What follows belongs to an exercise in optimizing a design on an open flow for small area, a short achievable clock period and few clock cycles per item; a production flow would make more cautious choices. No run shown here included a check of the RTL's function; only the layout flow was run.

==> flow/design.v, too long to show whole: its modules and the start of the top module <==
// module tns_enc_s0: 365 lines
// module tns_enc_s1: 318 lines
// module tns_enc_s2: 204 lines
// module tns_link_top: 138 lines
module tns_link_top (
    input  logic        clock,
    input  logic        rst_n,
    input  logic        in_valid,
    input  logic [23:0] in_data,
    input  logic        out_credit,
    output logic        in_credit,
    output logic        out_valid,
    output logic [27:0] out_code,
    output logic [23:0] out_data
);
  // ...
==> flow/flow/run.sh <==
#!/bin/bash
# The standard layout, with port buffers of a plain buffer cell.
set -euo pipefail
export BUFFER_PORTS_ARGS="-buffer_cell sky130_fd_sc_hd__buf_1"
bash standard.sh finish > standard_flow.log 2>&1
==> flow/standard.sh <==
#!/bin/bash
# synth_recipe.tcl (not shown) runs the flow's synth.tcl, then flattens the netlist and writes it again
# the make line also repeats each setting of config.mk as NAME=value (left out here)
make -C /OpenROAD-flow-scripts/flow DESIGN_CONFIG=/design/flow/config.mk WORK_HOME=/design/flow/orfs CLKGATE_MAP_FILE= SYNTH_SCRIPT=/design/flow/synth_recipe.tcl "${@:-finish}"
==> flow/config.mk <==
export PLATFORM = sky130hd
export DESIGN_NAME = tns_link_top
export DESIGN_NICKNAME = tns_link_top
export VERILOG_FILES = /design/flow/design.v
export SDC_FILE = /design/flow/constraint.sdc
export NUM_CORES = 4
export LEC_CHECK = 0
export ABC_AREA = 1
export CAP_MARGIN = 20
export CORE_MARGIN = 2
export CORE_UTILIZATION = 40
export CTS_BUF_LIST = sky130_fd_sc_hd__clkbuf_8 sky130_fd_sc_hd__clkbuf_16
export CTS_CLUSTER_DIAMETER = 100
export CTS_CLUSTER_SIZE = 25
export SLEW_MARGIN = 20
==> flow/constraint.sdc <==
create_clock -name core_clock -period 45.0 [get_ports {clock}]
set_input_delay 9.0000 -clock core_clock [delete_from_list [all_inputs] [get_ports {clock}]]
set_output_delay 9.0000 -clock core_clock [all_outputs]
set_load 0.01 [all_outputs]
==> run summary, run 1 <==
Fill cells in the final layout number 3,257. The met2 routing resource usage after global routing is 0.302. The post-layout net count is 1,922. The logs give 99.7 MHz for the highest achievable clock rate and 56 for the number of distinct library cells after synthesis. The layout has 84 buffers outside the clock class.

The post-synthesis average cell area is 7.45 um^2, and the adder-cell area share of the yosys netlist is 0.0226. The finished layout cell area was 14,700 um^2; the netlist area before placement was 13,300 um^2. The run gives 82 as the number of placed I/O pins. The most crowded layer after global routing was met2.

The post-synthesis simple-gate area fraction is 0.386, and the total setup buffers inserted after CTS is 0. The tools report the largest clock skew in the final design as 12.9 ps. The longest clock path from root to sink contains 2 buffers. The final-layout non-clock buffer area share works out to 0.0223. The run gives 34,790 ps as the placement-stage worst setup slack. After synthesis, the largest family of logic cells by area is simple AND/OR/NAND/NOR gates. The run gives 0.232 as the met1 layer usage reported by global route.

The tree is rooted in a clkbuf_16. The wire length on met3 was 946 um. The wire length on met2 is 14,200 um.

The run finished with no timing, DRC or antenna violations. The share of cell area taken by muxes after synthesis came out at 0. TritonCTS built the clock tree. Summing all placed instances gives a cell area of 14,000 um^2. The share of the synthesized area in compound gates (AO/OA/AOI/OAI) was 0.0453.

Cell type group with the largest total delay on the critical path: flip-flops. The final setup violation count is 0, and the number of well taps is 442. Among all cell classes, the greatest summed area belongs to multi-input gates. In this design, the stage delay of the slowest critical-path cell is 420 ps.

Entering global routing, the biggest net connects 51 pins. The logic depth of the worst setup path including buffers is 1.
==> module tns_enc_s1, before the edit <==
module tns_enc_s1 (
    input  logic [18:0] rem_i,
    input  logic [8:0] hist,
    output logic [11:0] rem_o,
    output logic [20:13] code_o
);
    wire g6o1_1 = ~rem_i[0];
    wire g6o1_2 = ~rem_i[1] | g6o1_1;
    wire g6o1_3 = ~rem_i[2] | g6o1_2;
    wire g6o1_4 = ~rem_i[3] & g6o1_3;
    wire g6o1_5 = ~rem_i[4] & g6o1_4;
    wire g6o1_6 = ~rem_i[5] & g6o1_5;
    wire g6o1_7 = ~rem_i[6] | g6o1_6;
    wire g6o1_8 = ~rem_i[7] & g6o1_7;
    wire g6o1_9 = ~rem_i[8] & g6o1_8;
    wire g6o1_10 = ~rem_i[9] | g6o1_9;
    wire g6o1_11 = ~rem_i[10] & g6o1_10;
    wire g6o1_12 = ~rem_i[11] | g6o1_11;
    wire g6o1_13 = ~rem_i[12] | g6o1_12;
    wire g6o1_14 = ~rem_i[13] & g6o1_13;
    wire g6o1_15 = ~rem_i[14] | g6o1_14;
    wire g6o1_16 = ~rem_i[15] | g6o1_15;
    wire g6o1_17 = ~rem_i[16] | g6o1_16;
    wire g6o1_18 = ~rem_i[17] & g6o1_17;
    wire g6o1_19 = ~rem_i[18] & g6o1_18;
    wire g6o2_1 = ~rem_i[0];
    wire g6o2_2 = ~rem_i[1] & g6o2_1;
    wire g6o2_3 = ~rem_i[2] | g6o2_2;
    wire g6o2_4 = ~rem_i[3] & g6o2_3;
    wire g6o2_5 = ~rem_i[4] | g6o2_4;
    wire g6o2_6 = ~rem_i[5] & g6o2_5;
    wire g6o2_7 = ~rem_i[6] | g6o2_6;
    wire g6o2_8 = ~rem_i[7] & g6o2_7;
    wire g6o2_9 = ~rem_i[8] & g6o2_8;
    wire g6o2_10 = ~rem_i[9] & g6o2_9;
    wire g6o2_11 = ~rem_i[10] & g6o2_10;
    wire g6o2_12 = ~rem_i[11] | g6o2_11;
    wire g6o2_13 = ~rem_i[12] & g6o2_12;
    wire g6o2_14 = ~rem_i[13] | g6o2_13;
    wire g6o2_15 = ~rem_i[14] | g6o2_14;
    wire g6o2_16 = ~rem_i[15] & g6o2_15;
    wire g6o2_17 = ~rem_i[16] | g6o2_16;
    wire g6o2_18 = ~rem_i[17] | g6o2_17;
    wire g6o2_19 = ~rem_i[18] & g6o2_18;
    wire g6o3_3 = ~rem_i[2];
    wire g6o3_4 = ~rem_i[3] | g6o3_3;
    wire g6o3_5 = ~rem_i[4] | g6o3_4;
    wire g6o3_6 = ~rem_i[5] & g6o3_5;
    wire g6o3_7 = ~rem_i[6] & g6o3_6;
    wire g6o3_8 = ~rem_i[7] | g6o3_7;
    wire g6o3_9 = ~rem_i[8] & g6o3_8;
    wire g6o3_10 = ~rem_i[9] | g6o3_9;
    wire g6o3_11 = ~rem_i[10] & g6o3_10;
    wire g6o3_12 = ~rem_i[11] & g6o3_11;
    wire g6o3_13 = ~rem_i[12] & g6o3_12;
    wire g6o3_14 = ~rem_i[13] & g6o3_13;
    wire g6o3_15 = ~rem_i[14] | g6o3_14;
    wire g6o3_16 = ~rem_i[15] & g6o3_15;
    wire g6o3_17 = ~rem_i[16] | g6o3_16;
    wire g6o3_18 = ~rem_i[17] & g6o3_17;
    wire g6o3_19 = ~rem_i[18] | g6o3_18;
    wire g6l_1 = ~rem_i[0];
    wire g6l_2 = ~rem_i[1] | g6l_1;
    wire g6l_3 = ~rem_i[2] | g6l_2;
    wire g6l_4 = ~rem_i[3] | g6l_3;
    wire g6l_5 = ~rem_i[4] | g6l_4;
    wire g6l_6 = ~rem_i[5] & g6l_5;
    wire g6l_7 = ~rem_i[6] | g6l_6;
    wire g6l_8 = ~rem_i[7] & g6l_7;
    wire g6l_9 = ~rem_i[8] | g6l_8;
    wire g6l_10 = ~rem_i[9] | g6l_9;
    wire g6l_11 = ~rem_i[10] | g6l_10;
    wire g6l_12 = ~rem_i[11] | g6l_11;
    wire g6l_13 = ~rem_i[12] & g6l_12;
    wire g6l_14 = ~rem_i[13] & g6l_13;
    wire g6l_15 = ~rem_i[14] & g6l_14;
    wire g6l_16 = ~rem_i[15] & g6l_15;
    wire g6l_17 = ~rem_i[16] & g6l_16;
    wire g6l_18 = ~rem_i[17] & g6l_17;
    wire g6l_19 = ~rem_i[18] | g6l_18;
    assign code_o[20] = ~g6o2_19 & (hist[6] | ~g6l_19);
    assign code_o[19] = code_o[20] ? ~g6o3_19 : ~g6o1_19;
    wire s6_1 = ~code_o[20] & code_o[19];
    wire s6_2 = code_o[20] & ~code_o[19];
    wire s6_3 = code_o[20] & code_o[19];
    wire [17:0] r19;
    assign r19[0] = rem_i[0] ^ (s6_1 | s6_2);
    assign r19[1] = rem_i[1] ^ ((s6_1 & ~g6o1_1) | (s6_2 & g6o2_1));
    assign r19[2] = rem_i[2] ^ ((s6_1 & ~g6o1_2) | (s6_2 & ~g6o2_2) | s6_3);
    assign r19[3] = rem_i[3] ^ ((s6_1 & g6o1_3) | (s6_2 & g6o2_3) | (s6_3 & ~g6o3_3));
    assign r19[4] = rem_i[4] ^ ((s6_1 & g6o1_4) | (s6_2 & ~g6o2_4) | (s6_3 & ~g6o3_4));
    assign r19[5] = rem_i[5] ^ ((s6_1 & g6o1_5) | (s6_2 & g6o2_5) | (s6_3 & g6o3_5));
    assign r19[6] = rem_i[6] ^ ((s6_1 & ~g6o1_6) | (s6_2 & ~g6o2_6) | (s6_3 & g6o3_6));
    assign r19[7] = rem_i[7] ^ ((s6_1 & g6o1_7) | (s6_2 & g6o2_7) | (s6_3 & ~g6o3_7));
    assign r19[8] = rem_i[8] ^ ((s6_1 & g6o1_8) | (s6_2 & g6o2_8) | (s6_3 & g6o3_8));
    assign r19[9] = rem_i[9] ^ ((s6_1 & ~g6o1_9) | (s6_2 & g6o2_9) | (s6_3 & ~g6o3_9));
    assign r19[10] = rem_i[10] ^ ((s6_1 & g6o1_10) | (s6_2 & g6o2_10) | (s6_3 & g6o3_10));
    assign r19[11] = rem_i[11] ^ ((s6_1 & ~g6o1_11) | (s6_2 & ~g6o2_11) | (s6_3 & g6o3_11));
    assign r19[12] = rem_i[12] ^ ((s6_1 & ~g6o1_12) | (s6_2 & g6o2_12) | (s6_3 & g6o3_12));
    assign r19[13] = rem_i[13] ^ ((s6_1 & g6o1_13) | (s6_2 & ~g6o2_13) | (s6_3 & g6o3_13));
    assign r19[14] = rem_i[14] ^ ((s6_1 & ~g6o1_14) | (s6_2 & ~g6o2_14) | (s6_3 & ~g6o3_14));
    assign r19[15] = rem_i[15] ^ ((s6_1 & ~g6o1_15) | (s6_2 & g6o2_15) | (s6_3 & g6o3_15));
    assign r19[16] = rem_i[16] ^ ((s6_1 & ~g6o1_16) | (s6_2 & ~g6o2_16) | (s6_3 & ~g6o3_16));
    assign r19[17] = rem_i[17] ^ ((s6_1 & g6o1_17) | (s6_2 & ~g6o2_17) | (s6_3 & g6o3_17));
    wire w18_3 = ~r19[2];
    wire w18_4 = ~r19[3] | w18_3;
    wire w18_5 = ~r19[4] | w18_4;
    wire w18_6 = ~r19[5] & w18_5;
    wire w18_7 = ~r19[6] | w18_6;
    wire w18_8 = ~r19[7] | w18_7;
    wire w18_9 = ~r19[8] | w18_8;
    wire w18_10 = ~r19[9] & w18_9;
    wire w18_11 = ~r19[10] & w18_10;
    wire w18_12 = ~r19[11] & w18_11;
    wire w18_13 = ~r19[12] & w18_12;
    wire w18_14 = ~r19[13] & w18_13;
    wire w18_15 = ~r19[14] & w18_14;
    wire w18_16 = ~r19[15] & w18_15;
    wire w18_17 = ~r19[16] | w18_16;
    wire w18_18 = ~r19[17] & w18_17;
    assign code_o[18] = ~w18_18;
    wire [16:0] r18;
    assign r18[0] = r19[0];
    assign r18[1] = r19[1];
    assign r18[2] = r19[2] ^ code_o[18];
    assign r18[3] = r19[3] ^ (code_o[18] & ~w18_3);
    assign r18[4] = r19[4] ^ (code_o[18] & ~w18_4);
    assign r18[5] = r19[5] ^ (code_o[18] & w18_5);
    assign r18[6] = r19[6] ^ (code_o[18] & ~w18_6);
    assign r18[7] = r19[7] ^ (code_o[18] & ~w18_7);
    assign r18[8] = r19[8] ^ (code_o[18] & ~w18_8);
    assign r18[9] = r19[9] ^ (code_o[18] & w18_9);
    assign r18[10] = r19[10] ^ (code_o[18] & w18_10);
    assign r18[11] = r19[11] ^ (code_o[18] & w18_11);
    assign r18[12] = r19[12] ^ (code_o[18] & w18_12);
    assign r18[13] = r19[13] ^ (code_o[18] & w18_13);
    assign r18[14] = r19[14] ^ (code_o[18] & w18_14);
    assign r18[15] = r19[15] ^ (code_o[18] & w18_15);
    assign r18[16] = r19[16] ^ (code_o[18] & ~w18_16);
    wire g5o1_1 = ~r18[0];
    wire g5o1_2 = ~r18[1] & g5o1_1;
    wire g5o1_3 = ~r18[2] & g5o1_2;
    wire g5o1_4 = ~r18[3] | g5o1_3;
    wire g5o1_5 = ~r18[4] | g5o1_4;
    wire g5o1_6 = ~r18[5] | g5o1_5;
    wire g5o1_7 = ~r18[6] & g5o1_6;
    wire g5o1_8 = ~r18[7] & g5o1_7;
    wire g5o1_9 = ~r18[8] & g5o1_8;
    wire g5o1_10 = ~r18[9] & g5o1_9;
    wire g5o1_11 = ~r18[10] | g5o1_10;
    wire g5o1_12 = ~r18[11] | g5o1_11;
    wire g5o1_13 = ~r18[12] & g5o1_12;
    wire g5o1_14 = ~r18[13] & g5o1_13;
    wire g5o1_15 = ~r18[14] | g5o1_14;
    wire g5o1_16 = ~r18[15] & g5o1_15;
    wire g5o1_17 = ~r18[16] & g5o1_16;
    wire g5o2_2 = ~r18[1];
    wire g5o2_3 = ~r18[2] & g5o2_2;
    wire g5o2_4 = ~r18[3] & g5o2_3;
    wire g5o2_5 = ~r18[4] | g5o2_4;
    wire g5o2_6 = ~r18[5] | g5o2_5;
    wire g5o2_7 = ~r18[6] & g5o2_6;
    wire g5o2_8 = ~r18[7] & g5o2_7;
    wire g5o2_9 = ~r18[8] & g5o2_8;
    wire g5o2_10 = ~r18[9] & g5o2_9;
    wire g5o2_11 = ~r18[10] | g5o2_10;
    wire g5o2_12 = ~r18[11] | g5o2_11;
    wire g5o2_13 = ~r18[12] & g5o2_12;
    wire g5o2_14 = ~r18[13] & g5o2_13;
    wire g5o2_15 = ~r18[14] & g5o2_14;
    wire g5o2_16 = ~r18[15] | g5o2_15;
    wire g5o2_17 = ~r18[16] & g5o2_16;
    wire g5o3_1 = ~r18[0];
    wire g5o3_2 = ~r18[1] | g5o3_1;
    wire g5o3_3 = ~r18[2] & g5o3_2;
    wire g5o3_4 = ~r18[3] | g5o3_3;
    wire g5o3_5 = ~r18[4] & g5o3_4;
    wire g5o3_6 = ~r18[5] | g5o3_5;
    wire g5o3_7 = ~r18[6] | g5o3_6;
    wire g5o3_8 = ~r18[7] & g5o3_7;
    wire g5o3_9 = ~r18[8] & g5o3_8;
    wire g5o3_10 = ~r18[9] & g5o3_9;
    wire g5o3_11 = ~r18[10] & g5o3_10;
    wire g5o3_12 = ~r18[11] | g5o3_11;
    wire g5o3_13 = ~r18[12] | g5o3_12;
    wire g5o3_14 = ~r18[13] & g5o3_13;
    wire g5o3_15 = ~r18[14] | g5o3_14;
    wire g5o3_16 = ~r18[15] | g5o3_15;
    wire g5o3_17 = ~r18[16] & g5o3_16;
    wire g5l_2 = ~r18[1];
    wire g5l_3 = ~r18[2] & g5l_2;
    wire g5l_4 = ~r18[3] | g5l_3;
    wire g5l_5 = ~r18[4] & g5l_4;
    wire g5l_6 = ~r18[5] & g5l_5;
    wire g5l_7 = ~r18[6] & g5l_6;
    wire g5l_8 = ~r18[7] & g5l_7;
    wire g5l_9 = ~r18[8] | g5l_8;
    wire g5l_10 = ~r18[9] | g5l_9;
    wire g5l_11 = ~r18[10] | g5l_10;
    wire g5l_12 = ~r18[11] & g5l_11;
    wire g5l_13 = ~r18[12] & g5l_12;
    wire g5l_14 = ~r18[13] | g5l_13;
    wire g5l_15 = ~r18[14] & g5l_14;
    wire g5l_16 = ~r18[15] | g5l_15;
    wire g5l_17 = ~r18[16] & g5l_16;
    assign code_o[17] = ~g5o2_17 & (hist[5] | ~g5l_17);
    assign code_o[16] = code_o[17] ? ~g5o3_17 : ~g5o1_17;
    wire s5_1 = ~code_o[17] & code_o[16];
    wire s5_2 = code_o[17] & ~code_o[16];
    wire s5_3 = code_o[17] & code_o[16];
    wire [14:0] r16;
    assign r16[0] = r18[0] ^ (s5_1 | s5_3);
    assign r16[1] = r18[1] ^ ((s5_1 & g5o1_1) | s5_2 | (s5_3 & ~g5o3_1));
    assign r16[2] = r18[2] ^ ((s5_1 & g5o1_2) | (s5_2 & g5o2_2) | (s5_3 & g5o3_2));
    assign r16[3] = r18[3] ^ ((s5_1 & ~g5o1_3) | (s5_2 & g5o2_3) | (s5_3 & ~g5o3_3));
    assign r16[4] = r18[4] ^ ((s5_1 & ~g5o1_4) | (s5_2 & ~g5o2_4) | (s5_3 & g5o3_4));
    assign r16[5] = r18[5] ^ ((s5_1 & ~g5o1_5) | (s5_2 & ~g5o2_5) | (s5_3 & ~g5o3_5));
    assign r16[6] = r18[6] ^ ((s5_1 & g5o1_6) | (s5_2 & g5o2_6) | (s5_3 & ~g5o3_6));
    assign r16[7] = r18[7] ^ ((s5_1 & g5o1_7) | (s5_2 & g5o2_7) | (s5_3 & g5o3_7));
    assign r16[8] = r18[8] ^ ((s5_1 & g5o1_8) | (s5_2 & g5o2_8) | (s5_3 & g5o3_8));
    assign r16[9] = r18[9] ^ ((s5_1 & g5o1_9) | (s5_2 & g5o2_9) | (s5_3 & g5o3_9));
    assign r16[10] = r18[10] ^ ((s5_1 & ~g5o1_10) | (s5_2 & ~g5o2_10) | (s5_3 & g5o3_10));
    assign r16[11] = r18[11] ^ ((s5_1 & ~g5o1_11) | (s5_2 & ~g5o2_11) | (s5_3 & ~g5o3_11));
    assign r16[12] = r18[12] ^ ((s5_1 & g5o1_12) | (s5_2 & g5o2_12) | (s5_3 & ~g5o3_12));
    assign r16[13] = r18[13] ^ ((s5_1 & g5o1_13) | (s5_2 & g5o2_13) | (s5_3 & g5o3_13));
    assign r16[14] = r18[14] ^ ((s5_1 & ~g5o1_14) | (s5_2 & g5o2_14) | (s5_3 & ~g5o3_14));
    wire w15_1 = ~r16[0];
    wire w15_2 = ~r16[1] & w15_1;
    wire w15_3 = ~r16[2] & w15_2;
    wire w15_4 = ~r16[3] & w15_3;
    wire w15_5 = ~r16[4] | w15_4;
    wire w15_6 = ~r16[5] | w15_5;
    wire w15_7 = ~r16[6] | w15_6;
    wire w15_8 = ~r16[7] & w15_7;
    wire w15_9 = ~r16[8] | w15_8;
    wire w15_10 = ~r16[9] & w15_9;
    wire w15_11 = ~r16[10] & w15_10;
    wire w15_12 = ~r16[11] | w15_11;
    wire w15_13 = ~r16[12] & w15_12;
    wire w15_14 = ~r16[13] | w15_13;
    wire w15_15 = ~r16[14] & w15_14;
    assign code_o[15] = ~w15_15;
    wire [13:0] r15;
    assign r15[0] = r16[0] ^ code_o[15];
    assign r15[1] = r16[1] ^ (code_o[15] & w15_1);
    assign r15[2] = r16[2] ^ (code_o[15] & w15_2);
    assign r15[3] = r16[3] ^ (code_o[15] & w15_3);
    assign r15[4] = r16[4] ^ (code_o[15] & ~w15_4);
    assign r15[5] = r16[5] ^ (code_o[15] & ~w15_5);
    assign r15[6] = r16[6] ^ (code_o[15] & ~w15_6);
    assign r15[7] = r16[7] ^ (code_o[15] & w15_7);
    assign r15[8] = r16[8] ^ (code_o[15] & ~w15_8);
    assign r15[9] = r16[9] ^ (code_o[15] & w15_9);
    assign r15[10] = r16[10] ^ (code_o[15] & w15_10);
    assign r15[11] = r16[11] ^ (code_o[15] & ~w15_11);
    assign r15[12] = r16[12] ^ (code_o[15] & w15_12);
    assign r15[13] = r16[13] ^ (code_o[15] & ~w15_13);
    wire g4o1_7 = ~r15[6];
    wire g4o1_8 = ~r15[7] & g4o1_7;
    wire g4o1_9 = ~r15[8] & g4o1_8;
    wire g4o1_10 = ~r15[9] & g4o1_9;
    wire g4o1_11 = ~r15[10] | g4o1_10;
    wire g4o1_12 = ~r15[11] | g4o1_11;
    wire g4o1_13 = ~r15[12] & g4o1_12;
    wire g4o1_14 = ~r15[13] & g4o1_13;
    wire g4o2_4 = ~r15[3];
    wire g4o2_5 = ~r15[4] & g4o2_4;
    wire g4o2_6 = ~r15[5] & g4o2_5;
    wire g4o2_7 = ~r15[6] & g4o2_6;
    wire g4o2_8 = ~r15[7] | g4o2_7;
    wire g4o2_9 = ~r15[8] & g4o2_8;
    wire g4o2_10 = ~r15[9] | g4o2_9;
    wire g4o2_11 = ~r15[10] | g4o2_10;
    wire g4o2_12 = ~r15[11] & g4o2_11;
    wire g4o2_13 = ~r15[12] | g4o2_12;
    wire g4o2_14 = ~r15[13] & g4o2_13;
    wire g4o3_4 = ~r15[3];
    wire g4o3_5 = ~r15[4] & g4o3_4;
    wire g4o3_6 = ~r15[5] & g4o3_5;
    wire g4o3_7 = ~r15[6] | g4o3_6;
    wire g4o3_8 = ~r15[7] | g4o3_7;
    wire g4o3_9 = ~r15[8] & g4o3_8;
    wire g4o3_10 = ~r15[9] | g4o3_9;
    wire g4o3_11 = ~r15[10] & g4o3_10;
    wire g4o3_12 = ~r15[11] & g4o3_11;
    wire g4o3_13 = ~r15[12] & g4o3_12;
    wire g4o3_14 = ~r15[13] | g4o3_13;
    wire g4l_4 = ~r15[3];
    wire g4l_5 = ~r15[4] | g4l_4;
    wire g4l_6 = ~r15[5] & g4l_5;
    wire g4l_7 = ~r15[6] | g4l_6;
    wire g4l_8 = ~r15[7] | g4l_7;
    wire g4l_9 = ~r15[8] & g4l_8;
    wire g4l_10 = ~r15[9] | g4l_9;
    wire g4l_11 = ~r15[10] & g4l_10;
    wire g4l_12 = ~r15[11] | g4l_11;
    wire g4l_13 = ~r15[12] | g4l_12;
    wire g4l_14 = ~r15[13] & g4l_13;
    assign code_o[14] = ~g4o2_14 & (hist[4] | ~g4l_14);
    assign code_o[13] = code_o[14] ? ~g4o3_14 : ~g4o1_14;
    wire s4_1 = ~code_o[14] & code_o[13];
    wire s4_2 = code_o[14] & ~code_o[13];
    wire s4_3 = code_o[14] & code_o[13];
    wire [11:0] r13;
    assign r13[0] = r15[0];
    assign r13[1] = r15[1];
    assign r13[2] = r15[2];
    assign r13[3] = r15[3] ^ (s4_2 | s4_3);
    assign r13[4] = r15[4] ^ ((s4_2 & g4o2_4) | (s4_3 & g4o3_4));
    assign r13[5] = r15[5] ^ ((s4_2 & g4o2_5) | (s4_3 & g4o3_5));
    assign r13[6] = r15[6] ^ (s4_1 | (s4_2 & g4o2_6) | (s4_3 & ~g4o3_6));
    assign r13[7] = r15[7] ^ ((s4_1 & g4o1_7) | (s4_2 & ~g4o2_7) | (s4_3 & ~g4o3_7));
    assign r13[8] = r15[8] ^ ((s4_1 & g4o1_8) | (s4_2 & g4o2_8) | (s4_3 & g4o3_8));
    assign r13[9] = r15[9] ^ ((s4_1 & g4o1_9) | (s4_2 & ~g4o2_9) | (s4_3 & ~g4o3_9));
    assign r13[10] = r15[10] ^ ((s4_1 & ~g4o1_10) | (s4_2 & ~g4o2_10) | (s4_3 & g4o3_10));
    assign r13[11] = r15[11] ^ ((s4_1 & ~g4o1_11) | (s4_2 & g4o2_11) | (s4_3 & g4o3_11));
    assign rem_o = r13;
endmodule
==> module tns_enc_s2, before the edit <==
module tns_enc_s2 (
    input  logic [11:0] rem_i,
    input  logic [8:0] hist,
    output logic [12:0] code_o
);
    wire w12_1 = ~rem_i[0];
    wire w12_2 = ~rem_i[1] & w12_1;
    wire w12_3 = ~rem_i[2] & w12_2;
    wire w12_4 = ~rem_i[3] | w12_3;
    wire w12_5 = ~rem_i[4] & w12_4;
    wire w12_6 = ~rem_i[5] | w12_5;
    wire w12_7 = ~rem_i[6] & w12_6;
    wire w12_8 = ~rem_i[7] | w12_7;
    wire w12_9 = ~rem_i[8] & w12_8;
    wire w12_10 = ~rem_i[9] | w12_9;
    wire w12_11 = ~rem_i[10] | w12_10;
    wire w12_12 = ~rem_i[11] & w12_11;
    assign code_o[12] = ~w12_12;
    wire [10:0] r12;
    assign r12[0] = rem_i[0] ^ code_o[12];
    assign r12[1] = rem_i[1] ^ (code_o[12] & w12_1);
    assign r12[2] = rem_i[2] ^ (code_o[12] & w12_2);
    assign r12[3] = rem_i[3] ^ (code_o[12] & ~w12_3);
    assign r12[4] = rem_i[4] ^ (code_o[12] & w12_4);
    assign r12[5] = rem_i[5] ^ (code_o[12] & ~w12_5);
    assign r12[6] = rem_i[6] ^ (code_o[12] & w12_6);
    assign r12[7] = rem_i[7] ^ (code_o[12] & ~w12_7);
    assign r12[8] = rem_i[8] ^ (code_o[12] & w12_8);
    assign r12[9] = rem_i[9] ^ (code_o[12] & ~w12_9);
    assign r12[10] = rem_i[10] ^ (code_o[12] & ~w12_10);
    wire g3o1_4 = ~r12[3];
    wire g3o1_5 = ~r12[4] | g3o1_4;
    wire g3o1_6 = ~r12[5] | g3o1_5;
    wire g3o1_7 = ~r12[6] | g3o1_6;
    wire g3o1_8 = ~r12[7] | g3o1_7;
    wire g3o1_9 = ~r12[8] | g3o1_8;
    wire g3o1_10 = ~r12[9] & g3o1_9;
    wire g3o1_11 = ~r12[10] & g3o1_10;
    wire g3o2_1 = ~r12[0];
    wire g3o2_2 = ~r12[1] | g3o2_1;
    wire g3o2_3 = ~r12[2] | g3o2_2;
    wire g3o2_4 = ~r12[3] | g3o2_3;
    wire g3o2_5 = ~r12[4] | g3o2_4;
    wire g3o2_6 = ~r12[5] & g3o2_5;
    wire g3o2_7 = ~r12[6] & g3o2_6;
    wire g3o2_8 = ~r12[7] | g3o2_7;
    wire g3o2_9 = ~r12[8] | g3o2_8;
    wire g3o2_10 = ~r12[9] | g3o2_9;
    wire g3o2_11 = ~r12[10] & g3o2_10;
    wire g3o3_1 = ~r12[0];
    wire g3o3_2 = ~r12[1] | g3o3_1;
    wire g3o3_3 = ~r12[2] | g3o3_2;
    wire g3o3_4 = ~r12[3] & g3o3_3;
    wire g3o3_5 = ~r12[4] | g3o3_4;
    wire g3o3_6 = ~r12[5] & g3o3_5;
    wire g3o3_7 = ~r12[6] & g3o3_6;
    wire g3o3_8 = ~r12[7] | g3o3_7;
    wire g3o3_9 = ~r12[8] | g3o3_8;
    wire g3o3_10 = ~r12[9] & g3o3_9;
    wire g3o3_11 = ~r12[10] | g3o3_10;
    wire g3l_5 = ~r12[4];
    wire g3l_6 = ~r12[5] & g3l_5;
    wire g3l_7 = ~r12[6] | g3l_6;
    wire g3l_8 = ~r12[7] & g3l_7;
    wire g3l_9 = ~r12[8] & g3l_8;
    wire g3l_10 = ~r12[9] & g3l_9;
    wire g3l_11 = ~r12[10] | g3l_10;
    assign code_o[11] = ~g3o2_11 & (hist[3] | ~g3l_11);
    assign code_o[10] = code_o[11] ? ~g3o3_11 : ~g3o1_11;
    wire s3_1 = ~code_o[11] & code_o[10];
    wire s3_2 = code_o[11] & ~code_o[10];
    wire s3_3 = code_o[11] & code_o[10];
    wire [9:0] r10;
    assign r10[0] = r12[0] ^ (s3_2 | s3_3);
    assign r10[1] = r12[1] ^ ((s3_2 & ~g3o2_1) | (s3_3 & ~g3o3_1));
    assign r10[2] = r12[2] ^ ((s3_2 & ~g3o2_2) | (s3_3 & ~g3o3_2));
    assign r10[3] = r12[3] ^ (s3_1 | (s3_2 & ~g3o2_3) | (s3_3 & g3o3_3));
    assign r10[4] = r12[4] ^ ((s3_1 & ~g3o1_4) | (s3_2 & ~g3o2_4) | (s3_3 & ~g3o3_4));
    assign r10[5] = r12[5] ^ ((s3_1 & ~g3o1_5) | (s3_2 & g3o2_5) | (s3_3 & g3o3_5));
    assign r10[6] = r12[6] ^ ((s3_1 & ~g3o1_6) | (s3_2 & g3o2_6) | (s3_3 & g3o3_6));
    assign r10[7] = r12[7] ^ ((s3_1 & ~g3o1_7) | (s3_2 & ~g3o2_7) | (s3_3 & ~g3o3_7));
    assign r10[8] = r12[8] ^ ((s3_1 & ~g3o1_8) | (s3_2 & ~g3o2_8) | (s3_3 & ~g3o3_8));
    assign r10[9] = r12[9] ^ ((s3_1 & g3o1_9) | (s3_2 & ~g3o2_9) | (s3_3 & g3o3_9));
    wire w9_2 = ~r10[1];
    wire w9_3 = ~r10[2] & w9_2;
    wire w9_4 = ~r10[3] & w9_3;
    wire w9_5 = ~r10[4] | w9_4;
    wire w9_6 = ~r10[5] & w9_5;
    wire w9_7 = ~r10[6] & w9_6;
    wire w9_8 = ~r10[7] & w9_7;
    wire w9_9 = ~r10[8] | w9_8;
    wire w9_10 = ~r10[9] & w9_9;
    assign code_o[9] = ~w9_10;
    wire [8:0] r9;
    assign r9[0] = r10[0];
    assign r9[1] = r10[1] ^ code_o[9];
    assign r9[2] = r10[2] ^ (code_o[9] & w9_2);
    assign r9[3] = r10[3] ^ (code_o[9] & w9_3);
    assign r9[4] = r10[4] ^ (code_o[9] & ~w9_4);
    assign r9[5] = r10[5] ^ (code_o[9] & w9_5);
    assign r9[6] = r10[6] ^ (code_o[9] & w9_6);
    assign r9[7] = r10[7] ^ (code_o[9] & w9_7);
    assign r9[8] = r10[8] ^ (code_o[9] & ~w9_8);
    wire g2o1_1 = ~r9[0];
    wire g2o1_2 = ~r9[1] & g2o1_1;
    wire g2o1_3 = ~r9[2] & g2o1_2;
    wire g2o1_4 = ~r9[3] & g2o1_3;
    wire g2o1_5 = ~r9[4] | g2o1_4;
    wire g2o1_6 = ~r9[5] & g2o1_5;
    wire g2o1_7 = ~r9[6] | g2o1_6;
    wire g2o1_8 = ~r9[7] & g2o1_7;
    wire g2o1_9 = ~r9[8] & g2o1_8;
    wire g2o2_1 = ~r9[0];
    wire g2o2_2 = ~r9[1] & g2o2_1;
    wire g2o2_3 = ~r9[2] | g2o2_2;
    wire g2o2_4 = ~r9[3] & g2o2_3;
    wire g2o2_5 = ~r9[4] | g2o2_4;
    wire g2o2_6 = ~r9[5] & g2o2_5;
    wire g2o2_7 = ~r9[6] & g2o2_6;
    wire g2o2_8 = ~r9[7] | g2o2_7;
    wire g2o2_9 = ~r9[8] & g2o2_8;
    wire g2o3_2 = ~r9[1];
    wire g2o3_3 = ~r9[2] | g2o3_2;
    wire g2o3_4 = ~r9[3] & g2o3_3;
    wire g2o3_5 = ~r9[4] & g2o3_4;
    wire g2o3_6 = ~r9[5] | g2o3_5;
    wire g2o3_7 = ~r9[6] | g2o3_6;
    wire g2o3_8 = ~r9[7] | g2o3_7;
    wire g2o3_9 = ~r9[8] & g2o3_8;
    wire g2l_1 = ~r9[0];
    wire g2l_2 = ~r9[1] & g2l_1;
    wire g2l_3 = ~r9[2] & g2l_2;
    wire g2l_4 = ~r9[3] & g2l_3;
    wire g2l_5 = ~r9[4] | g2l_4;
    wire g2l_6 = ~r9[5] | g2l_5;
    wire g2l_7 = ~r9[6] & g2l_6;
    wire g2l_8 = ~r9[7] | g2l_7;
    wire g2l_9 = ~r9[8] & g2l_8;
    assign code_o[8] = ~g2o2_9 & (hist[2] | ~g2l_9);
    assign code_o[7] = code_o[8] ? ~g2o3_9 : ~g2o1_9;
    wire s2_1 = ~code_o[8] & code_o[7];
    wire s2_2 = code_o[8] & ~code_o[7];
    wire s2_3 = code_o[8] & code_o[7];
    wire [6:0] r7;
    assign r7[0] = r9[0] ^ (s2_1 | s2_2);
    assign r7[1] = r9[1] ^ ((s2_1 & g2o1_1) | (s2_2 & g2o2_1) | s2_3);
    assign r7[2] = r9[2] ^ ((s2_1 & g2o1_2) | (s2_2 & ~g2o2_2) | (s2_3 & ~g2o3_2));
    assign r7[3] = r9[3] ^ ((s2_1 & g2o1_3) | (s2_2 & g2o2_3) | (s2_3 & g2o3_3));
    assign r7[4] = r9[4] ^ ((s2_1 & ~g2o1_4) | (s2_2 & ~g2o2_4) | (s2_3 & g2o3_4));
    assign r7[5] = r9[5] ^ ((s2_1 & g2o1_5) | (s2_2 & g2o2_5) | (s2_3 & ~g2o3_5));
    assign r7[6] = r9[6] ^ ((s2_1 & ~g2o1_6) | (s2_2 & g2o2_6) | (s2_3 & ~g2o3_6));
    wire w6_3 = ~r7[2];
    wire w6_4 = ~r7[3] | w6_3;
    wire w6_5 = ~r7[4] & w6_4;
    wire w6_6 = ~r7[5] | w6_5;
    wire w6_7 = ~r7[6] & w6_6;
    assign code_o[6] = ~w6_7;
    wire [5:0] r6;
    assign r6[0] = r7[0];
    assign r6[1] = r7[1];
    assign r6[2] = r7[2] ^ code_o[6];
    assign r6[3] = r7[3] ^ (code_o[6] & ~w6_3);
    assign r6[4] = r7[4] ^ (code_o[6] & w6_4);
    assign r6[5] = r7[5] ^ (code_o[6] & ~w6_5);
    wire g1o1_1 = ~r6[0];
    wire g1o1_2 = ~r6[1] & g1o1_1;
    wire g1o1_3 = ~r6[2] | g1o1_2;
    wire g1o1_4 = ~r6[3] | g1o1_3;
    wire g1o1_5 = ~r6[4] & g1o1_4;
    wire g1o1_6 = ~r6[5] & g1o1_5;
    wire g1o2_4 = ~r6[3];
    wire g1o2_5 = ~r6[4] | g1o2_4;
    wire g1o2_6 = ~r6[5] & g1o2_5;
    wire g1o3_1 = ~r6[0];
    wire g1o3_2 = ~r6[1] & g1o3_1;
    wire g1o3_3 = ~r6[2] | g1o3_2;
    wire g1o3_4 = ~r6[3] & g1o3_3;
    wire g1o3_5 = ~r6[4] & g1o3_4;
    wire g1o3_6 = ~r6[5] | g1o3_5;
    wire g1l_3 = ~r6[2];
    wire g1l_4 = ~r6[3] | g1l_3;
    wire g1l_5 = ~r6[4] | g1l_4;
    wire g1l_6 = ~r6[5] & g1l_5;
    assign code_o[5] = ~g1o2_6 & (hist[1] | ~g1l_6);
    assign code_o[4] = code_o[5] ? ~g1o3_6 : ~g1o1_6;
    wire s1_1 = ~code_o[5] & code_o[4];
    wire s1_2 = code_o[5] & ~code_o[4];
    wire s1_3 = code_o[5] & code_o[4];
    wire [3:0] r4;
    assign r4[0] = r6[0] ^ (s1_1 | s1_3);
    assign r4[1] = r6[1] ^ ((s1_1 & g1o1_1) | (s1_3 & g1o3_1));
    assign r4[2] = r6[2] ^ ((s1_1 & ~g1o1_2) | (s1_3 & ~g1o3_2));
    assign r4[3] = r6[3] ^ ((s1_1 & ~g1o1_3) | s1_2 | (s1_3 & g1o3_3));
    wire w3_1 = ~r4[0];
    wire w3_2 = ~r4[1] | w3_1;
    wire w3_3 = ~r4[2] | w3_2;
    wire w3_4 = ~r4[3] & w3_3;
    assign code_o[3] = ~w3_4;
    wire [2:0] r3;
    assign r3[0] = r4[0] ^ code_o[3];
    assign r3[1] = r4[1] ^ (code_o[3] & ~w3_1);
    assign r3[2] = r4[2] ^ (code_o[3] & ~w3_2);
    assign code_o[2:0] = r3[2:0];
endmodule
==> module tns_link_top, before the edit <==
module tns_link_top (
    input  logic        clock,
    input  logic        rst_n,
    input  logic        in_valid,
    input  logic [23:0] in_data,
    input  logic        out_credit,
    output logic        in_credit,
    output logic        out_valid,
    output logic [27:0] out_code,
    output logic [23:0] out_data
);
    localparam int CAP = 3;   
    logic        a_v;
    logic [23:0] a_d;
    logic        a_b27;    
    logic        v1;
    logic [23:0] d1;
    logic [18:0] r1;
    logic [27:21] c1;       
    logic [27:21] cn1;      
    logic [18:0] rn1;
    logic        v2;
    logic [23:0] d2;
    logic [11:0] r2;
    logic [27:13] c2;       
    logic [27:13] cn2;      
    logic [11:0] rn2;
    logic        v3;
    logic [23:0] d3;
    logic [27:0] c3;       
    logic [27:0] cn3;      
    logic        ov;
    logic [2:0]  ocred;    
    logic [2:0]  xcred;    
    logic [2:0]  rcred;    
    logic        ic;
    logic [2:0]  ocred_k;
    logic free3;
    assign free3 = (ocred_k != 3'd0);
    logic free2;
    assign free2 = !v2 || free3;
    logic free1;
    assign free1 = !v1 || free2;
    logic a_mv;
    assign a_mv = a_v && free1;
    logic mv1;
    assign mv1 = v1 && free2;
    logic mv2;
    assign mv2 = v2 && free3;
    logic [8:0] h1;
    assign h1 = {c1[26], c1[23], 1'b0, 1'b0, 1'b0, 1'b0, 1'b0, 1'b0, 1'b0};
    tns_enc_s0 u_s0 (.rem_i(a_d), .hist(h1), .b27_i(a_b27), .rem_o(rn1), .code_o(cn1[27:21]));
    logic [8:0] h2;
    assign h2 = {c2[26], c2[23], c2[20], c2[17], c2[14], 1'b0, 1'b0, 1'b0, 1'b0};
    tns_enc_s1 u_s1 (.rem_i(r1), .hist(h2), .rem_o(rn2), .code_o(cn2[20:13]));
    assign cn2[27:21] = c1[27:21];
    logic [8:0] h3;
    assign h3 = {c3[26], c3[23], c3[20], c3[17], c3[14], c3[11], c3[8], c3[5], c3[2]};
    tns_enc_s2 u_s2 (.rem_i(r2), .hist(h3), .code_o(cn3[12:0]));
    assign cn3[27:13] = c2[27:13];
    logic [2:0] xcred_k, rcred_k;
    logic [2:0] ocred_n, xcred_n, rcred_n;
    logic       b_next;
    assign ocred_k = ocred - {2'b0, ov};
    assign xcred_k = xcred - {2'b0, ic};
    assign rcred_k = rcred - {2'b0, ic};
    assign ocred_n = out_credit ? ocred_k + 3'd1 : ocred_k;
    assign xcred_n = out_credit ? xcred_k + 3'd1 : xcred_k;
    assign rcred_n = in_valid   ? rcred_k + 3'd1 : rcred_k;
    assign b_next = mv2 || (v3 && !ov);
    always_ff @(posedge clock or negedge rst_n) begin
        if (!rst_n) begin
            a_v   <= 1'b0;
            v1    <= 1'b0;
            v2    <= 1'b0;
            v3    <= 1'b0;
            ov    <= 1'b0;
            ocred <= 3'd4;
            xcred <= 3'(CAP);
            rcred <= 3'd0;
            ic    <= 1'b0;
        end else begin
            a_v   <= in_valid || (a_v && !a_mv);
            v1    <= a_mv || (v1 && !mv1);
            v2    <= mv1 || (v2 && !mv2);
            v3    <= 1'b0;
            ov    <= mv2;
            ocred <= ocred_n;
            xcred <= xcred_n;
            rcred <= rcred_n;
            ic    <= (out_credit || (xcred_k != 3'd0)) && (in_valid || (rcred_k != 3'd0));
        end
    end
    logic [27:21] cq1;
    logic [1:0] hq1;    
    assign c1 = {cq1[27], hq1[1], cq1[25], cq1[24], hq1[0], cq1[22], cq1[21]};
    logic [27:13] cq2;
    logic [2:0] hq2;    
    assign c2 = {cq2[27], cq2[26], cq2[25], cq2[24], cq2[23], cq2[22], cq2[21], hq2[2], cq2[19], cq2[18], hq2[1], cq2[16], cq2[15], hq2[0], cq2[13]};
    logic [27:0] cq3;
    logic [2:0] hq3;    
    assign c3 = {cq3[27], cq3[26], cq3[25], cq3[24], cq3[23], cq3[22], cq3[21], cq3[20], cq3[19], cq3[18], cq3[17], cq3[16], cq3[15], cq3[14], cq3[13], cq3[12], hq3[2], cq3[10], cq3[9], hq3[1], cq3[7], cq3[6], hq3[0], cq3[4], cq3[3], cq3[2], cq3[1], cq3[0]};
    always_ff @(posedge clock) begin
        if (!a_v || a_mv) begin
            a_d   <= in_data;
            a_b27 <= (in_data >= 24'd15902591);
        end
        if (a_mv) begin
            d1 <= a_d;
            r1 <= rn1;
            cq1 <= cn1;
        end
        if (mv1) begin
            d2 <= d1;
            r2 <= rn2;
            cq2 <= cn2;
        end
        if (1) begin
            d3 <= d2;
            cq3 <= cn3;
        end
    end
    always_ff @(posedge clock or negedge rst_n) begin
        if (!rst_n) begin
            hq1 <= '0;
            hq2 <= '0;
            hq3 <= '0;
        end else begin
            if (a_mv) hq1 <= {cn1[26], cn1[23]};
            if (mv1) hq2 <= {cn2[20], cn2[17], cn2[14]};
            if (mv2) hq3 <= {cn3[11], cn3[8], cn3[5]};
        end
    end
    assign in_credit = ic;
    assign out_valid = ov;
    assign out_code  = c3;
    assign out_data  = d3;
endmodule
==> run 2, diff against run 1 <==
--- a/flow/design.v
+++ b/flow/design.v
@@ -402,6 +402,6 @@
     input  logic [18:0] rem_i,
     input  logic [8:0] hist,
-    output logic [11:0] rem_o,
-    output logic [20:13] code_o
+    output logic [10:0] rem_o,
+    output logic [20:12] code_o
 );
     wire g6o1_1 = ~rem_i[0];
@@ -715,73 +715,73 @@
     assign r13[10] = r15[10] ^ ((s4_1 & ~g4o1_10) | (s4_2 & ~g4o2_10) | (s4_3 & g4o3_10));
     assign r13[11] = r15[11] ^ ((s4_1 & ~g4o1_11) | (s4_2 & g4o2_11) | (s4_3 & g4o3_11));
-    assign rem_o = r13;
+    wire w12_1 = ~r13[0];
+    wire w12_2 = ~r13[1] & w12_1;
+    wire w12_3 = ~r13[2] & w12_2;
+    wire w12_4 = ~r13[3] | w12_3;
+    wire w12_5 = ~r13[4] & w12_4;
+    wire w12_6 = ~r13[5] | w12_5;
+    wire w12_7 = ~r13[6] & w12_6;
+    wire w12_8 = ~r13[7] | w12_7;
+    wire w12_9 = ~r13[8] & w12_8;
+    wire w12_10 = ~r13[9] | w12_9;
+    wire w12_11 = ~r13[10] | w12_10;
+    wire w12_12 = ~r13[11] & w12_11;
+    assign code_o[12] = ~w12_12;
+    wire [10:0] r12;
+    assign r12[0] = r13[0] ^ code_o[12];
+    assign r12[1] = r13[1] ^ (code_o[12] & w12_1);
+    assign r12[2] = r13[2] ^ (code_o[12] & w12_2);
+    assign r12[3] = r13[3] ^ (code_o[12] & ~w12_3);
+    assign r12[4] = r13[4] ^ (code_o[12] & w12_4);
+    assign r12[5] = r13[5] ^ (code_o[12] & ~w12_5);
+    assign r12[6] = r13[6] ^ (code_o[12] & w12_6);
+    assign r12[7] = r13[7] ^ (code_o[12] & ~w12_7);
+    assign r12[8] = r13[8] ^ (code_o[12] & w12_8);
+    assign r12[9] = r13[9] ^ (code_o[12] & ~w12_9);
+    assign r12[10] = r13[10] ^ (code_o[12] & ~w12_10);
+    assign rem_o = r12;
 endmodule
 module tns_enc_s2 (
-    input  logic [11:0] rem_i,
+    input  logic [10:0] rem_i,
     input  logic [8:0] hist,
-    output logic [12:0] code_o
+    output logic [11:0] code_o
 );
-    wire w12_1 = ~rem_i[0];
-    wire w12_2 = ~rem_i[1] & w12_1;
-    wire w12_3 = ~rem_i[2] & w12_2;
-    wire w12_4 = ~rem_i[3] | w12_3;
-    wire w12_5 = ~rem_i[4] & w12_4;
-    wire w12_6 = ~rem_i[5] | w12_5;
-    wire w12_7 = ~rem_i[6] & w12_6;
-    wire w12_8 = ~rem_i[7] | w12_7;
-    wire w12_9 = ~rem_i[8] & w12_8;
-    wire w12_10 = ~rem_i[9] | w12_9;
-    wire w12_11 = ~rem_i[10] | w12_10;
-    wire w12_12 = ~rem_i[11] & w12_11;
-    assign code_o[12] = ~w12_12;
-    wire [10:0] r12;
-    assign r12[0] = rem_i[0] ^ code_o[12];
-    assign r12[1] = rem_i[1] ^ (code_o[12] & w12_1);
-    assign r12[2] = rem_i[2] ^ (code_o[12] & w12_2);
-    assign r12[3] = rem_i[3] ^ (code_o[12] & ~w12_3);
-    assign r12[4] = rem_i[4] ^ (code_o[12] & w12_4);
-    assign r12[5] = rem_i[5] ^ (code_o[12] & ~w12_5);
-    assign r12[6] = rem_i[6] ^ (code_o[12] & w12_6);
-    assign r12[7] = rem_i[7] ^ (code_o[12] & ~w12_7);
-    assign r12[8] = rem_i[8] ^ (code_o[12] & w12_8);
-    assign r12[9] = rem_i[9] ^ (code_o[12] & ~w12_9);
-    assign r12[10] = rem_i[10] ^ (code_o[12] & ~w12_10);
-    wire g3o1_4 = ~r12[3];
-    wire g3o1_5 = ~r12[4] | g3o1_4;
-    wire g3o1_6 = ~r12[5] | g3o1_5;
-    wire g3o1_7 = ~r12[6] | g3o1_6;
-    wire g3o1_8 = ~r12[7] | g3o1_7;
-    wire g3o1_9 = ~r12[8] | g3o1_8;
-    wire g3o1_10 = ~r12[9] & g3o1_9;
-    wire g3o1_11 = ~r12[10] & g3o1_10;
-    wire g3o2_1 = ~r12[0];
-    wire g3o2_2 = ~r12[1] | g3o2_1;
-    wire g3o2_3 = ~r12[2] | g3o2_2;
-    wire g3o2_4 = ~r12[3] | g3o2_3;
-    wire g3o2_5 = ~r12[4] | g3o2_4;
-    wire g3o2_6 = ~r12[5] & g3o2_5;
-    wire g3o2_7 = ~r12[6] & g3o2_6;
-    wire g3o2_8 = ~r12[7] | g3o2_7;
-    wire g3o2_9 = ~r12[8] | g3o2_8;
-    wire g3o2_10 = ~r12[9] | g3o2_9;
-    wire g3o2_11 = ~r12[10] & g3o2_10;
-    wire g3o3_1 = ~r12[0];
-    wire g3o3_2 = ~r12[1] | g3o3_1;
-    wire g3o3_3 = ~r12[2] | g3o3_2;
-    wire g3o3_4 = ~r12[3] & g3o3_3;
-    wire g3o3_5 = ~r12[4] | g3o3_4;
-    wire g3o3_6 = ~r12[5] & g3o3_5;
-    wire g3o3_7 = ~r12[6] & g3o3_6;
-    wire g3o3_8 = ~r12[7] | g3o3_7;
-    wire g3o3_9 = ~r12[8] | g3o3_8;
-    wire g3o3_10 = ~r12[9] & g3o3_9;
-    wire g3o3_11 = ~r12[10] | g3o3_10;
-    wire g3l_5 = ~r12[4];
-    wire g3l_6 = ~r12[5] & g3l_5;
-    wire g3l_7 = ~r12[6] | g3l_6;
-    wire g3l_8 = ~r12[7] & g3l_7;
-    wire g3l_9 = ~r12[8] & g3l_8;
-    wire g3l_10 = ~r12[9] & g3l_9;
-    wire g3l_11 = ~r12[10] | g3l_10;
+    wire g3o1_4 = ~rem_i[3];
+    wire g3o1_5 = ~rem_i[4] | g3o1_4;
+    wire g3o1_6 = ~rem_i[5] | g3o1_5;
+    wire g3o1_7 = ~rem_i[6] | g3o1_6;
+    wire g3o1_8 = ~rem_i[7] | g3o1_7;
+    wire g3o1_9 = ~rem_i[8] | g3o1_8;
+    wire g3o1_10 = ~rem_i[9] & g3o1_9;
+    wire g3o1_11 = ~rem_i[10] & g3o1_10;
+    wire g3o2_1 = ~rem_i[0];
+    wire g3o2_2 = ~rem_i[1] | g3o2_1;
+    wire g3o2_3 = ~rem_i[2] | g3o2_2;
+    wire g3o2_4 = ~rem_i[3] | g3o2_3;
+    wire g3o2_5 = ~rem_i[4] | g3o2_4;
+    wire g3o2_6 = ~rem_i[5] & g3o2_5;
+    wire g3o2_7 = ~rem_i[6] & g3o2_6;
+    wire g3o2_8 = ~rem_i[7] | g3o2_7;
+    wire g3o2_9 = ~rem_i[8] | g3o2_8;
+    wire g3o2_10 = ~rem_i[9] | g3o2_9;
+    wire g3o2_11 = ~rem_i[10] & g3o2_10;
+    wire g3o3_1 = ~rem_i[0];
+    wire g3o3_2 = ~rem_i[1] | g3o3_1;
+    wire g3o3_3 = ~rem_i[2] | g3o3_2;
+    wire g3o3_4 = ~rem_i[3] & g3o3_3;
+    wire g3o3_5 = ~rem_i[4] | g3o3_4;
+    wire g3o3_6 = ~rem_i[5] & g3o3_5;
+    wire g3o3_7 = ~rem_i[6] & g3o3_6;
+    wire g3o3_8 = ~rem_i[7] | g3o3_7;
+    wire g3o3_9 = ~rem_i[8] | g3o3_8;
+    wire g3o3_10 = ~rem_i[9] & g3o3_9;
+    wire g3o3_11 = ~rem_i[10] | g3o3_10;
+    wire g3l_5 = ~rem_i[4];
+    wire g3l_6 = ~rem_i[5] & g3l_5;
+    wire g3l_7 = ~rem_i[6] | g3l_6;
+    wire g3l_8 = ~rem_i[7] & g3l_7;
+    wire g3l_9 = ~rem_i[8] & g3l_8;
+    wire g3l_10 = ~rem_i[9] & g3l_9;
+    wire g3l_11 = ~rem_i[10] | g3l_10;
     assign code_o[11] = ~g3o2_11 & (hist[3] | ~g3l_11);
     assign code_o[10] = code_o[11] ? ~g3o3_11 : ~g3o1_11;
@@ -790,14 +790,14 @@
     wire s3_3 = code_o[11] & code_o[10];
     wire [9:0] r10;
-    assign r10[0] = r12[0] ^ (s3_2 | s3_3);
-    assign r10[1] = r12[1] ^ ((s3_2 & ~g3o2_1) | (s3_3 & ~g3o3_1));
-    assign r10[2] = r12[2] ^ ((s3_2 & ~g3o2_2) | (s3_3 & ~g3o3_2));
-    assign r10[3] = r12[3] ^ (s3_1 | (s3_2 & ~g3o2_3) | (s3_3 & g3o3_3));
-    assign r10[4] = r12[4] ^ ((s3_1 & ~g3o1_4) | (s3_2 & ~g3o2_4) | (s3_3 & ~g3o3_4));
-    assign r10[5] = r12[5] ^ ((s3_1 & ~g3o1_5) | (s3_2 & g3o2_5) | (s3_3 & g3o3_5));
-    assign r10[6] = r12[6] ^ ((s3_1 & ~g3o1_6) | (s3_2 & g3o2_6) | (s3_3 & g3o3_6));
-    assign r10[7] = r12[7] ^ ((s3_1 & ~g3o1_7) | (s3_2 & ~g3o2_7) | (s3_3 & ~g3o3_7));
-    assign r10[8] = r12[8] ^ ((s3_1 & ~g3o1_8) | (s3_2 & ~g3o2_8) | (s3_3 & ~g3o3_8));
-    assign r10[9] = r12[9] ^ ((s3_1 & g3o1_9) | (s3_2 & ~g3o2_9) | (s3_3 & g3o3_9));
+    assign r10[0] = rem_i[0] ^ (s3_2 | s3_3);
+    assign r10[1] = rem_i[1] ^ ((s3_2 & ~g3o2_1) | (s3_3 & ~g3o3_1));
+    assign r10[2] = rem_i[2] ^ ((s3_2 & ~g3o2_2) | (s3_3 & ~g3o3_2));
+    assign r10[3] = rem_i[3] ^ (s3_1 | (s3_2 & ~g3o2_3) | (s3_3 & g3o3_3));
+    assign r10[4] = rem_i[4] ^ ((s3_1 & ~g3o1_4) | (s3_2 & ~g3o2_4) | (s3_3 & ~g3o3_4));
+    assign r10[5] = rem_i[5] ^ ((s3_1 & ~g3o1_5) | (s3_2 & g3o2_5) | (s3_3 & g3o3_5));
+    assign r10[6] = rem_i[6] ^ ((s3_1 & ~g3o1_6) | (s3_2 & g3o2_6) | (s3_3 & g3o3_6));
+    assign r10[7] = rem_i[7] ^ ((s3_1 & ~g3o1_7) | (s3_2 & ~g3o2_7) | (s3_3 & ~g3o3_7));
+    assign r10[8] = rem_i[8] ^ ((s3_1 & ~g3o1_8) | (s3_2 & ~g3o2_8) | (s3_3 & ~g3o3_8));
+    assign r10[9] = rem_i[9] ^ ((s3_1 & g3o1_9) | (s3_2 & ~g3o2_9) | (s3_3 & g3o3_9));
     wire w9_2 = ~r10[1];
     wire w9_3 = ~r10[2] & w9_2;
@@ -947,8 +947,8 @@
     logic        v2;
     logic [23:0] d2;
-    logic [11:0] r2;
-    logic [27:13] c2;       
-    logic [27:13] cn2;      
-    logic [11:0] rn2;
+    logic [10:0] r2;
+    logic [27:12] c2;       
+    logic [27:12] cn2;      
+    logic [10:0] rn2;
     logic        v3;
     logic [23:0] d3;
@@ -978,10 +978,10 @@
     logic [8:0] h2;
     assign h2 = {c2[26], c2[23], c2[20], c2[17], c2[14], 1'b0, 1'b0, 1'b0, 1'b0};
-    tns_enc_s1 u_s1 (.rem_i(r1), .hist(h2), .rem_o(rn2), .code_o(cn2[20:13]));
+    tns_enc_s1 u_s1 (.rem_i(r1), .hist(h2), .rem_o(rn2), .code_o(cn2[20:12]));
     assign cn2[27:21] = c1[27:21];
     logic [8:0] h3;
     assign h3 = {c3[26], c3[23], c3[20], c3[17], c3[14], c3[11], c3[8], c3[5], c3[2]};
-    tns_enc_s2 u_s2 (.rem_i(r2), .hist(h3), .code_o(cn3[12:0]));
-    assign cn3[27:13] = c2[27:13];
+    tns_enc_s2 u_s2 (.rem_i(r2), .hist(h3), .code_o(cn3[11:0]));
+    assign cn3[27:12] = c2[27:12];
     logic [2:0] xcred_k, rcred_k;
     logic [2:0] ocred_n, xcred_n, rcred_n;
@@ -1020,7 +1020,7 @@
     logic [1:0] hq1;    
     assign c1 = {cq1[27], hq1[1], cq1[25], cq1[24], hq1[0], cq1[22], cq1[21]};
-    logic [27:13] cq2;
+    logic [27:12] cq2;
     logic [2:0] hq2;    
-    assign c2 = {cq2[27], cq2[26], cq2[25], cq2[24], cq2[23], cq2[22], cq2[21], hq2[2], cq2[19], cq2[18], hq2[1], cq2[16], cq2[15], hq2[0], cq2[13]};
+    assign c2 = {cq2[27], cq2[26], cq2[25], cq2[24], cq2[23], cq2[22], cq2[21], hq2[2], cq2[19], cq2[18], hq2[1], cq2[16], cq2[15], hq2[0], cq2[13], cq2[12]};
     logic [27:0] cq3;
     logic [2:0] hq3;    
==> run 2 against run 1 <==
  * Still clean
  * Worst hold slack barely moved
  * Via count fell by 1.8%
  * Final area fell by 0.97%
  * Core utilization fell by 0.32 points
  * Wire length fell by 2.6%
  * Sequential share of layout area rose by 0.35 points
  * Worst setup slack improved by 43 ps
  * Count of clock-buffer cells in the layout rose by 1
  * Die area fell by 0.76%
==> run summary, run 2 <==
The run finished with no timing, DRC or antenna violations. Area contributors post-synth: edfxtp_1, nand2_1, dfxtp_1 (was edfxtp_1, nand2_1, nand3_1). The relative slew slack was 0.291 (was 0.412); the wire length per cell after detailed routing was 12.6 um (was 12.8 um). The number of max-cap violations is 0 (unchanged).

The netlist area before placement was 13,200 um^2 (was 13,300 um^2); the post-CTS resize count was 0 (unchanged). Overall die area: 34,500 um^2 (was 34,700 um^2). The logic depth of the worst setup path including buffers is 1 (unchanged), and the number of distinct library cells after synthesis is 61 (was 56). The synthesized instance count came out at 1,765 (was 1,787). The synthesis-stage register bit count works out to 192 (unchanged). Reg-to-reg critical path startpoint: a_b27 (unchanged). The run gives 0 (unchanged) as the number of nets with antenna violations after detailed routing. Setup repair after global routing left no endpoint under its margin. The count of buffering cells on the critical path with inverters included is 1 (unchanged), and the sum of negative setup slack is 0 ps (unchanged). The share of flip-flops with an asynchronous set or reset after synthesis was 0.115 (unchanged); the core area was 32,500 um^2 (was 32,600 um^2). The sort of element at the start of the critical path was a register (unchanged).

The wire length on met3 was 1120 um (was 946 um). The register clock-pin slew on the reported worst setup and hold paths came out at 70 ps (was 80 ps). Top layer used by detailed routing: met4 (unchanged).

Iteration-0 DRC count of the detailed router: 641 (was 713). The critical path capture point type is an output pin (unchanged). The area growth from synthesis to layout was 10.1% (was 10.3%); the sink count of the clock tree was 192 (unchanged).

The global-route wire length before repair is 49,400 um (was 51,100 um). The wire length on met1 is 13,800 um (was 14,100 um), and the shortest period the worst path allows is 9990 ps (was 10,030 ps). Critical path data required time: 36,000 ps (about the same).

The ratio of final minimum period to clock period is 0.222 (was 0.223). The predominant post-synthesis flop cell is edfxtp_1 (unchanged). The core utilization of the finished layout is 0.447 (was 0.450), and the flop-to-flop setup slack is 35,230 ps (was 36,010 ps). For the number of warnings printed during yosys synthesis, the log shows 1 (unchanged). Cell type group with the largest total delay on the critical path: flip-flops (unchanged). The run gives 34,670 ps (was 34,790 ps) as the placement-stage worst setup slack. Estimated wirelength of the detail-placed design: 22,600 um (was 23,300 um). The final critical-path setup slack was 35,010 ps (was 34,970 ps). The path category of the worst min-delay check is reg -> reg (unchanged). The run gives 2 (unchanged) as the maximum root-to-sink buffer count. The run gives 990 ps (was 1030 ps) as the data arrival at the endpoint of the critical path. The number of vias in the routed layout is 11,400 (was 11,600). The register bank with the most flops is cq3 (unchanged). The clock network latency to the later pin of the worst-skew pair is 430 ps (was 440 ps). The proportion of synthesized chip area in sequential cells is 0.392 (was 0.388). For the total CTS buffers, the log shows 17 (unchanged). The capturing element of the worst setup path was out_code[11] (was in_credit). The largest clock skew in the final design came out at 10.9 ps (was 12.9 ps).

Critical path cell sequence: buf_1 (unchanged). The height of the chip is 186 um (about the same), and the total length of routed wires is 29,000 um (was 29,700 um). Die boundary width: 186 um (about the same).

The number of cell instances on the worst register-to-register path works out to 57 (was 59). The proportion of layout cells with a drive suffix above 1 came out at 0.111 (was 0.109). Most frequent cells in the layout: nand2_1, inv_1, nand3_1 (unchanged). The run gives 0 (unchanged) as the total setup buffers inserted after CTS. The number of enable flip-flop cells after synthesis is 121 (unchanged). The tools report the hold-fix buffer count after cts as 0 (unchanged).

The critical-path maximum fanout is 4 (was 3). The pin count of the biggest net entering global routing is 51 (unchanged), and the number of levels in the clock H-tree is 4 (unchanged). The final global-route overflow total came out at 0 (unchanged). The tools report the endpoint of the worst register-to-register path as r1[3] (was r1[4]).

Post-layout net count: 1,896 (was 1,922). The global routing usage summed across all routing layers is 0.176 (about the same), and the critical path's largest stage delay is 390 ps (was 420 ps). The run gives 0 (unchanged) as the number of antenna violations at the first check in global routing.

The library cell with the largest summed area after synthesis is edfxtp_1 (unchanged). The number of cell rows was 66 (unchanged). The final setup violation count is 0 (unchanged), and the number of global-route vias before repair is 10,700 (was 10,800). The number of flip-flops in the largest register works out to 25 (unchanged).

For the final weighted congestion in routability-driven placement, the log shows 0.892 (was 0.849). The tools report the startpoint of the most critical hold path as d2[18] (was d2[7]). Commonest non-fill, non-tap cell in the layout: nand2_1 (unchanged). TritonCTS built the clock tree. Post-synthesis average cell area: 7.48 um^2 (was 7.45 um^2).

The initial core utilization came out at 0.406 (was 0.408). The total count of max-transition violations in the final report was 0 (unchanged); the number of nets produced by synthesis was 1,817 (was 1,839). The average vias per placed instance works out to 4.97 (was 5.01). Cell at the root of the clock tree: clkbuf_16 (unchanged).

The logs give 82 (unchanged) for the number of placed I/O pins and 340 ps (about the same) for the final hold slack. Commonest cells in the synthesized netlist: nand2_1, inv_1, nand3_1, edfxtp_1, nor2_1 (unchanged). The library cell contributing the largest single delay on the critical path was dfrtp_1 (unchanged). The detailed-router iteration count before antenna repair is 7 (was 5), and the area fraction of the dominant cell type after synthesis is 0.275 (was 0.273). The start-to-end type of the worst setup path is reg -> out (unchanged). Start point of the critical path: hq3[2] (was ic). The actual slew at the worst max-slew pin was 1060 ps (was 880 ps). For the wire length on met2, the log shows 13,700 um (was 14,200 um). The count of unresolved DRC violations after routing came out at 0 (unchanged). Cell with the most instances after synthesis: nand2_1 (unchanged). The antenna diode instance count is 0 (unchanged), and the highest achievable clock rate is 100 MHz (was 99.7 MHz).

The tools report the number of endpoints with negative hold slack in the final report as 0 (unchanged). The number of buffer cells added on primary ports came out at 81 (unchanged).
-- run 2: changes by cell type after synthesis, moves of 5 or more --
| cell | previous run | this run |
|---|---|---|
| a21o_1 | 5 | 0 |
| a21oi_1 | 26 | 34 |
| buf_4 | 4 | 12 |
| buf_6 | 10 | 5 |
| inv_1 | 210 | 220 |
| inv_2 | 31 | 22 |
| nand2_1 | 572 | 560 |
| nand2_2 | 59 | 79 |
| nand3_1 | 208 | 163 |
| nor2_1 | 100 | 88 |
| o211ai_1 | 3 | 11 |
| xnor2_1 | 32 | 23 |
| xor2_1 | 62 | 77 |
| xor2_2 | 9 | 0 |
-- run 2: routing by layer --
layer  up-vias  global-route usage
met3        24              0.0264
met5         -                   0
met2       246               0.308
met1      5210               0.227
li1       5949                   -
met4         0              0.0466
-- run 2: area by class of cell --
class	count	area (um^2)
clock buffers	18	450
clock inverters	14	215
fillers	3263	18000
inverters	246	935
multi-input cells	1304	6900
flip-flops and latches	192	5170
well taps	442	553
repair buffers	83	319
-- run 2: cell families (layout without fill, tap and decap cells) --
kind of cell,Yosys count,in the layout,share of synthesized area
buffers and inverters,269,361,0.0862
XOR/XNOR,101,101,0.0676
flip-flops,192,192,0.392
AO/OA/AOI/OAI,119,119,0.0534
adder cells (fa/ha/maj),24,24,0.0227
AND/OR/NAND/NOR,1060,1060,0.379
-- run 2: per-stage QoR --
stage          instances  area, um^2
6_report            2299       14500
5_1_grt             2299       14500
4_1_cts             2299       14500
3_5_place_dp        2267       13900
3_3_place_gp        2267       13900
2_1_floorplan       1765       13200
-- run 2: worst min path at each step --
stage / endpoint / slack [ps] / depth (start not counted)
after global routing: d3[20] / 350 / 0
after detailed placement: cq3[26] / 330 / 0
after CTS: d3[18] / 340 / 0
after global placement: d3[17] / 320 / 0
after floorplan: cq3[12] / 320 / 0
final: d3[18] / 340 / 0

separate check: timing with driven ports:
In the flow no input, the clock included, has a driving cell. The finished layouts below were timed again as built, in two steps.
Step 1 assumes that a clkbuf_16 drives the clock port and a buf_2 every other input.
Step 2 also shifts input and output timing later by t, the mid clock arrival at the registers, as if the neighbouring blocks saw the same clock.
a / b / c = ideal / step 1 / step 2; a / b = the first two.
run	shift t [ns]	slack for setup (ns)	worst hold slack (ns)	latest minus earliest clock arrival (ns)	worst data-port slew with drivers (ns)
run 1	0.479	34.969 / 34.920 / 34.766	0.340 / 0.340 / 0.340	0.013 / 0.013	0.04
run 2	0.481	35.012 / 34.960 / 34.688	0.340 / 0.340 / 0.340	0.011 / 0.011	0.03
After both steps every run listed still meets setup and hold. The setup slack of run 2, which loses most, moves by -0.052 ns with the drivers and by -0.324 ns with both steps.
